Context: an optimization exercise on an open-source flow, tuned for small area. The choices shown serve that exercise and are no tape-out recipe. Where RTL was checked, it was by simulation tests only, not by an equivalence proof against the original. Power and IR drop assume default switching activity.

Setup of the baseline:
Design gba_loader_top, start of the top module:
module gba_loader_top (
	input  logic         clk_sys,
	input  logic         reset,
	input  logic         ioctl_active,
	input  logic [7:0]   ioctl_index,
	input  logic [26:0]  ioctl_addr,
	input  logic [15:0]  ioctl_data,
	input  logic         ioctl_wr,
	output logic         ioctl_wait,
	output logic         rom_valid,
	output logic [26:0]  rom_addr,
	output logic [15:0]  rom_data,
	input  logic         rom_credit,
	output logic         cheat_valid,
	output logic [127:0] cheat_code,
	input  logic         cheat_credit,
	output logic         cheat_clear,
	output logic         bios_wr,
	output logic [11:0]  bios_addr,
	output logic [31:0]  bios_data,
	input  logic         reg_wr,
	input  logic [1:0]   reg_addr,
	input  logic [31:0]  reg_wdata,
	output logic [31:0]  reg_rdata
);
	logic idx_bios, idx_cheat, cart_now, beat, cart_beat, cheat_beat;
	assign idx_bios   = (ioctl_index == 8'd0);
	assign idx_cheat  = (ioctl_index == 8'd255);
	assign cart_now   = ioctl_active && !idx_bios && !idx_cheat;
	assign beat       = ioctl_active && ioctl_wr;
	assign cart_beat  = beat && !idx_bios && !idx_cheat;
	assign cheat_beat = beat && idx_cheat;
	logic        homebrew;
  ...
Settings: LEC_CHECK=0, CAP_MARGIN=20, CORE_MARGIN=2, CORE_UTILIZATION=60, GPL_TIMING_DRIVEN=0, SLEW_MARGIN=20; clock period 5.5 ns.
standard.sh (not shown) runs the stock make flow with config.mk's settings and CLKGATE_MAP_FILE= SYNTH_SCRIPT=/design/flow/synth_recipe.tcl, a recipe that flattens the netlist after the stock synthesis.
==> flow/flow/run.sh <==
#!/bin/bash
# The standard layout with these changes:
#  - synthesis maps logic with an area-recovering ABC script (flow/abc_area.script,
#    used through ABC_AREA=1 from a copy of ORFS's scripts folder); the rest of
#    the synthesis script is unchanged, so the registers are the same;
#  - each port is buffered by the smallest buffer (buf_1) instead of the one
#    buffer_ports picks by default;
#  - buffers left in the netlist by synthesis are removed before placement;
#  - the clock tree is built without dummy loads.
# Each step's full output is in its own log here and under orfs/logs.
set -euo pipefail
cd "$(dirname "$0")/.."
W=$PWD
rm -rf "$W/scripts_area"
cp -r "$FLOW_HOME/scripts" "$W/scripts_area"
cp "$W/flow/abc_area.script" "$W/scripts_area/abc_area.script"
SCRIPTS_DIR="$W/scripts_area" ABC_AREA=1 bash standard.sh synth > synth.log 2>&1
export BUFFER_PORTS_ARGS="-buffer_cell sky130_fd_sc_hd__buf_1"
export REMOVE_ABC_BUFFERS=1
# Clock tree: the standard arguments and config.mk's CTS settings, without dummy loads
export CTS_ARGS="-sink_clustering_enable -repair_clock_nets -sink_clustering_size 24 -sink_clustering_max_diameter 60 -buf_list sky130_fd_sc_hd__clkbuf_16 -dont_use_dummy_load"
bash standard.sh > standard.log 2>&1
==> flow/flow/abc_area.script <==
&get -n
&st
&dch -f
&nf -R 1000
&st
&dch -f
&nf -R 1000
&put
The following lists how the candidate was set up differently from the baseline:
Settings: GPL_TIMING_DRIVEN no longer set, was 0.
--- a/flow/flow/run.sh
+++ b/flow/flow/run.sh
@@ -20,3 +20,3 @@
 # Clock tree: the standard arguments and config.mk's CTS settings, without dummy loads
-export CTS_ARGS="-sink_clustering_enable -repair_clock_nets -sink_clustering_size 24 -sink_clustering_max_diameter 60 -buf_list sky130_fd_sc_hd__clkbuf_16 -dont_use_dummy_load"
+export CTS_ARGS="-sink_clustering_enable -repair_clock_nets -sink_clustering_size 28 -sink_clustering_max_diameter 100 -buf_list sky130_fd_sc_hd__clkbuf_16 -dont_use_dummy_load"
 bash standard.sh > standard.log 2>&1
### Flow results
- Total vias in the final route: the candidate better than the baseline
- Cmp the candidate vs the baseline: pre-CTS worst setup slack higher in the candidate
- The candidate ended up with ioctl_index[0] as its launch point of the critical path; the baseline ended up with ioctl_index[6].
- Diff the candidate and the baseline: maximum ir drop on the vdd rail higher in the candidate
- Internal portion of total power (the candidate vs. the baseline) decreases by a few percent
- Sequential share of layout area for the candidate: 0.99 points up relative to the baseline
- Compared with the baseline, the candidate shows total power consumption of the routed design that has gone down by a few percent.
- The candidate completed; timing, DRC and antenna clean
- Comparing the candidate and the baseline, footprint of the multi-input gates is higher on the baseline.
- Diff the baseline -> the candidate: final cell count grew by about 0.5%; first-iteration DRC count moved down.

========
gba_loader_top, a different RTL version from the one above (not shown whole).
Size: about 340 I/O pins, roughly 13000 um^2 of cells after synthesis.
export LEC_CHECK = 0
export CAP_MARGIN = 20
export CORE_MARGIN = 2
export CORE_UTILIZATION = 60
export CTS_BUF_LIST = sky130_fd_sc_hd__clkbuf_16
export CTS_CLUSTER_DIAMETER = 60
export CTS_CLUSTER_SIZE = 24
export SLEW_MARGIN = 20
create_clock -name core_clock -period 5.5 [get_ports {clk_sys}]
==> flow/flow/run.sh <==
#!/bin/bash
# The standard layout with three changes:
#  - synthesis maps logic with an area-oriented ABC script (flow/abc_area.script,
#    used through ABC_AREA=1 from a copy of ORFS's scripts folder); the rest of
#    the synthesis script is unchanged, so the registers are the same;
#  - each port is buffered by the smallest buffer (buf_1) instead of the one
#    buffer_ports picks by default;
#  - buffers left in the netlist by synthesis are removed before placement.
# Each step's full output is in its own log here and under orfs/logs.
set -euo pipefail
cd "$(dirname "$0")/.."
W=$PWD
rm -rf "$W/scripts_area"
cp -r "$FLOW_HOME/scripts" "$W/scripts_area"
cp "$W/flow/abc_area.script" "$W/scripts_area/abc_area.script"
SCRIPTS_DIR="$W/scripts_area" ABC_AREA=1 bash standard.sh synth > synth.log 2>&1
export BUFFER_PORTS_ARGS="-buffer_cell sky130_fd_sc_hd__buf_1"
export REMOVE_ABC_BUFFERS=1
bash standard.sh > standard.log 2>&1
==> flow/flow/abc_area.script <==
strash
dch -f
map -a
strash
dch -f
map -a
strash
dch -f
map -a
The baseline produced a clean layout.
Edit:
--- a/flow/config.mk
+++ b/flow/config.mk
@@ -10,5 +10,5 @@
 export CORE_UTILIZATION = 60
-export CTS_BUF_LIST = sky130_fd_sc_hd__clkbuf_16
-export CTS_CLUSTER_DIAMETER = 60
-export CTS_CLUSTER_SIZE = 24
+export CTS_BUF_LIST = sky130_fd_sc_hd__clkbuf_8
+export CTS_CLUSTER_DIAMETER = 50
+export CTS_CLUSTER_SIZE = 14
 export SLEW_MARGIN = 20
Result:
- die area does not change
- sequential share of layout area barely changes
- final area hardly moves
- routed wire length falls by 1.0%
- area after synthesis does not change
- utilization hardly moves
Function was not checked in any run of this note: the RTL went through the layout flow alone.

========
gba_loader_top with an RTL version that a note above also has.
Size in the first run: roughly 1000 cells after synthesis.
export LEC_CHECK = 0
export CAP_MARGIN = 20
export CORE_MARGIN = 2
export CORE_UTILIZATION = 60
export CTS_BUF_LIST = sky130_fd_sc_hd__clkbuf_16
export CTS_CLUSTER_DIAMETER = 60
export CTS_CLUSTER_SIZE = 24
export GPL_TIMING_DRIVEN = 0
export SLEW_MARGIN = 20
create_clock -name core_clock -period 5.5 [get_ports {clk_sys}]
==> flow/flow/run.sh <==
#!/bin/bash
# The standard layout with three changes:
#  - synthesis maps logic with an area-recovering ABC script (flow/abc_area.script,
#    used through ABC_AREA=1 from a copy of ORFS's scripts folder); the rest of
#    the synthesis script is unchanged, so the registers are the same;
#  - each port is buffered by the smallest buffer (buf_1) instead of the one
#    buffer_ports picks by default;
#  - buffers left in the netlist by synthesis are removed before placement.
# Each step's full output is in its own log here and under orfs/logs.
set -euo pipefail
cd "$(dirname "$0")/.."
W=$PWD
rm -rf "$W/scripts_area"
cp -r "$FLOW_HOME/scripts" "$W/scripts_area"
cp "$W/flow/abc_area.script" "$W/scripts_area/abc_area.script"
SCRIPTS_DIR="$W/scripts_area" ABC_AREA=1 bash standard.sh synth > synth.log 2>&1
export BUFFER_PORTS_ARGS="-buffer_cell sky130_fd_sc_hd__buf_1"
export REMOVE_ABC_BUFFERS=1
bash standard.sh > standard.log 2>&1
==> flow/flow/abc_area.script <==
&get -n
&st
&dch -f
&nf -R 1000
&st
&dch -f
&nf -R 1000
&put
The baseline ran to the end with no violations.
Change:
--- a/flow/config.mk
+++ b/flow/config.mk
@@ -12,4 +12,3 @@
 export CTS_CLUSTER_DIAMETER = 60
 export CTS_CLUSTER_SIZE = 24
-export GPL_TIMING_DRIVEN = 0
 export SLEW_MARGIN = 20
Effect: Count of clock-buffer cells in the layout came out lower by 2; routed wire length goes down by about 2.4%; hold slack barely changes; clock skew drops by 0.018 ns; first-iteration DRC count is higher by 8.6%; sequential power barely changes; area after synthesis does not change; via count is lower by 1.1%; design area shrinks by 0.88%; utilization went down by 0.64 points.

========
## job 6319
gba_loader_top again, from the RTL that the note above started with.
clock: 5.5 ns
lec_check: 0
cap_margin: 20
core_margin: 2
core_utilization: 60
slew_margin: 20
==> flow/flow/run.sh <==
#!/bin/bash
# The standard layout with these changes:
#  - synthesis maps logic with an area-recovering ABC script (flow/abc_area.script,
#    used through ABC_AREA=1 from a copy of ORFS's scripts folder); the rest of
#    the synthesis script is unchanged, so the registers are the same;
#  - each port is buffered by the smallest buffer (buf_1) instead of the one
#    buffer_ports picks by default;
#  - buffers left in the netlist by synthesis are removed before placement;
#  - the clock tree is built without dummy loads.
# Each step's full output is in its own log here and under orfs/logs.
set -euo pipefail
cd "$(dirname "$0")/.."
W=$PWD
rm -rf "$W/scripts_area"
cp -r "$FLOW_HOME/scripts" "$W/scripts_area"
cp "$W/flow/abc_area.script" "$W/scripts_area/abc_area.script"
SCRIPTS_DIR="$W/scripts_area" ABC_AREA=1 bash standard.sh synth > synth.log 2>&1
export BUFFER_PORTS_ARGS="-buffer_cell sky130_fd_sc_hd__buf_1"
export REMOVE_ABC_BUFFERS=1
# Clock tree: the standard arguments and config.mk's CTS settings, without dummy loads
export CTS_ARGS="-sink_clustering_enable -repair_clock_nets -sink_clustering_size 24 -sink_clustering_max_diameter 100 -buf_list sky130_fd_sc_hd__clkbuf_16 -root_buf sky130_fd_sc_hd__clkbuf_8 -tree_buf sky130_fd_sc_hd__clkbuf_8 -dont_use_dummy_load"
bash standard.sh > standard.log 2>&1
Scripts as last shown in full above: flow/flow/abc_area.script
#### Input delta (job 4584 over job 6319)
diff --git a/flow/flow/run.sh b/flow/flow/run.sh
--- a/flow/flow/run.sh
+++ b/flow/flow/run.sh
@@ -20,3 +20,3 @@
 # Clock tree: the standard arguments and config.mk's CTS settings, without dummy loads
-export CTS_ARGS="-sink_clustering_enable -repair_clock_nets -sink_clustering_size 24 -sink_clustering_max_diameter 100 -buf_list sky130_fd_sc_hd__clkbuf_16 -root_buf sky130_fd_sc_hd__clkbuf_8 -tree_buf sky130_fd_sc_hd__clkbuf_8 -dont_use_dummy_load"
+export CTS_ARGS="-sink_clustering_enable -repair_clock_nets -sink_clustering_size 28 -sink_clustering_max_diameter 100 -buf_list sky130_fd_sc_hd__clkbuf_16 -root_buf sky130_fd_sc_hd__clkbuf_8 -tree_buf sky130_fd_sc_hd__clkbuf_8 -dont_use_dummy_load"
 bash standard.sh > standard.log 2>&1
diff --git a/flow/config.mk b/flow/config.mk
--- a/flow/config.mk
+++ b/flow/config.mk
@@ -9,3 +9,3 @@
 export CORE_MARGIN = 2
-export CORE_UTILIZATION = 60
+export CORE_UTILIZATION = 66
 export SLEW_MARGIN = 20
## What came out
- Relative to job 6319, clock buffer count in the final layout has gone down in job 4584.
- Switching portion of total power (lower): job 6319
- STATUS post-route minimum period: job 4584 loses against job 6319
Changes in job 4033 relative to job 4584:
diff --git a/flow/config.mk b/flow/config.mk
--- a/flow/config.mk
+++ b/flow/config.mk
@@ -9,3 +9,3 @@
 export CORE_MARGIN = 2
-export CORE_UTILIZATION = 66
+export CORE_UTILIZATION = 60
 export SLEW_MARGIN = 20
## What came out
Against job 4584, job 4033 comes in about 0.55% higher on number of placed instances, taps included. In job 4033, the length of routed met2 wiring came out 5.3% below the value in job 4584. Switching share of total power sits lower in job 4033 than in job 4584. On minimum period implied by the final worst setup slack, job 4584 loses to job 4033. The final reports for job 4033 and job 4584 show power density relative to cell area lower in the former. Wire length on met3: lower on job 4033. The maximum clock frequency of job 4033 is higher than that of job 4584. Summary of job 4033 over job 4584: highest cell delay on the worst timing path has decreased; combinational power has decreased; cell area after layout has decreased. The final period utilization number comes out higher for job 4584 vs job 4033.
For job 6213, these inputs were changed with respect to job 4033:
diff --git a/flow/flow/run.sh b/flow/flow/run.sh
--- a/flow/flow/run.sh
+++ b/flow/flow/run.sh
@@ -20,3 +20,3 @@
 # Clock tree: the standard arguments and config.mk's CTS settings, without dummy loads
-export CTS_ARGS="-sink_clustering_enable -repair_clock_nets -sink_clustering_size 28 -sink_clustering_max_diameter 100 -buf_list sky130_fd_sc_hd__clkbuf_16 -root_buf sky130_fd_sc_hd__clkbuf_8 -tree_buf sky130_fd_sc_hd__clkbuf_8 -dont_use_dummy_load"
+export CTS_ARGS="-sink_clustering_enable -repair_clock_nets -sink_clustering_size 24 -sink_clustering_max_diameter 100 -buf_list sky130_fd_sc_hd__clkbuf_16 -dont_use_dummy_load"
 bash standard.sh > standard.log 2>&1
[summary]
- Clock share of power, job 6213 and job 4033, lower one = job 4033.
- Job 6213 vs job 4033 — portion of the layout cell area used by clock cells rose 0.55 points.
- Layout clock buffer count is lower on job 4033
- Measured against each other, job 6213 and job 4033 differ in core utilization, the lower figure coming from job 4033.
For job 2209, these inputs were changed with respect to job 6213:
diff --git a/flow/flow/run.sh b/flow/flow/run.sh
--- a/flow/flow/run.sh
+++ b/flow/flow/run.sh
@@ -20,3 +20,4 @@
 # Clock tree: the standard arguments and config.mk's CTS settings, without dummy loads
-export CTS_ARGS="-sink_clustering_enable -repair_clock_nets -sink_clustering_size 24 -sink_clustering_max_diameter 100 -buf_list sky130_fd_sc_hd__clkbuf_16 -dont_use_dummy_load"
+export CTS_ARGS="-sink_clustering_enable -repair_clock_nets -sink_clustering_size 28 -sink_clustering_max_diameter 100 -buf_list sky130_fd_sc_hd__clkbuf_16 -root_buf sky130_fd_sc_hd__clkbuf_8 -tree_buf sky130_fd_sc_hd__clkbuf_8 -dont_use_dummy_load"
+export GPL_KEEP_OVERFLOW=0
 bash standard.sh > standard.log 2>&1
### Flow results
Reported for job 6213 and job 2209, number of enable flip-flop cells after synthesis turned out identical to the last digit.
Job 2209 ended with more part of the total power dissipated in combinational logic than job 6213.
Sort job 6213 and job 2209 by clock skew desc -> top: job 2209
Total power consumption of the routed design was higher in the run labelled job 6213.
Final critical path time including I/O delays and setup: job 2209 worse than job 6213
The area of all placed cells without fillers on job 6213 is in line with that on job 2209.
Looking at met2 usage in global routing, job 2209 sits 3.2 points lower than job 6213 does.

[what the ideal ports hide]
The results above use ideal ports. As a check the final layouts listed here were re-extracted and re-timed, cells and wires unchanged.
Step 1: set_driving_cell puts a clkbuf_16 on clk_sys and a buf_2 on each other input, an assumption about the parent block.
Step 2 adds t to the input delays and takes it off the output delays; t is the mean of the earliest and latest rising clock arrival at the registers after step 1. Input paths then give back, and output paths get back, about the clock's delay inside the block.
a / b / c = ideal ports / drivers / drivers and shift; a / b = the first two.
run | t, ns | setup slack, ns | worst data-port slew with drivers (ns)
the baseline | 0.546 | 0.223 / 0.246 / -0.301 | 0.07
the candidate | 0.529 | 0.351 / 0.379 / -0.150 | 0.06
the first run of note 2 | 0.554 | 0.276 / 0.300 / -0.254 | 0.07
the second run of note 2 | 0.629 | 0.364 / 0.365 / -0.264 | 0.07
the first run of note 3 | 0.566 | 0.200 / 0.224 / -0.342 | 0.07
the second run of note 3 | 0.559 | 0.456 / 0.486 / -0.073 | 0.06
job 6319 | 0.585 | 0.411 / 0.436 / -0.149 | 0.06
job 4584 | 0.579 | 0.275 / 0.298 / -0.281 | 0.07
job 4033 | 0.574 | 0.376 / 0.398 / -0.175 | 0.06
job 6213 | 0.540 | 0.377 / 0.406 / -0.134 | 0.06
job 2209 | 0.582 | 0.354 / 0.380 / -0.202 | 0.07
Met with ideal ports but missed after step 2: setup timing in every run listed. The setup slack of the second run of note 2, which loses most, moves by +0.001 ns with the drivers and by -0.628 ns with both steps.
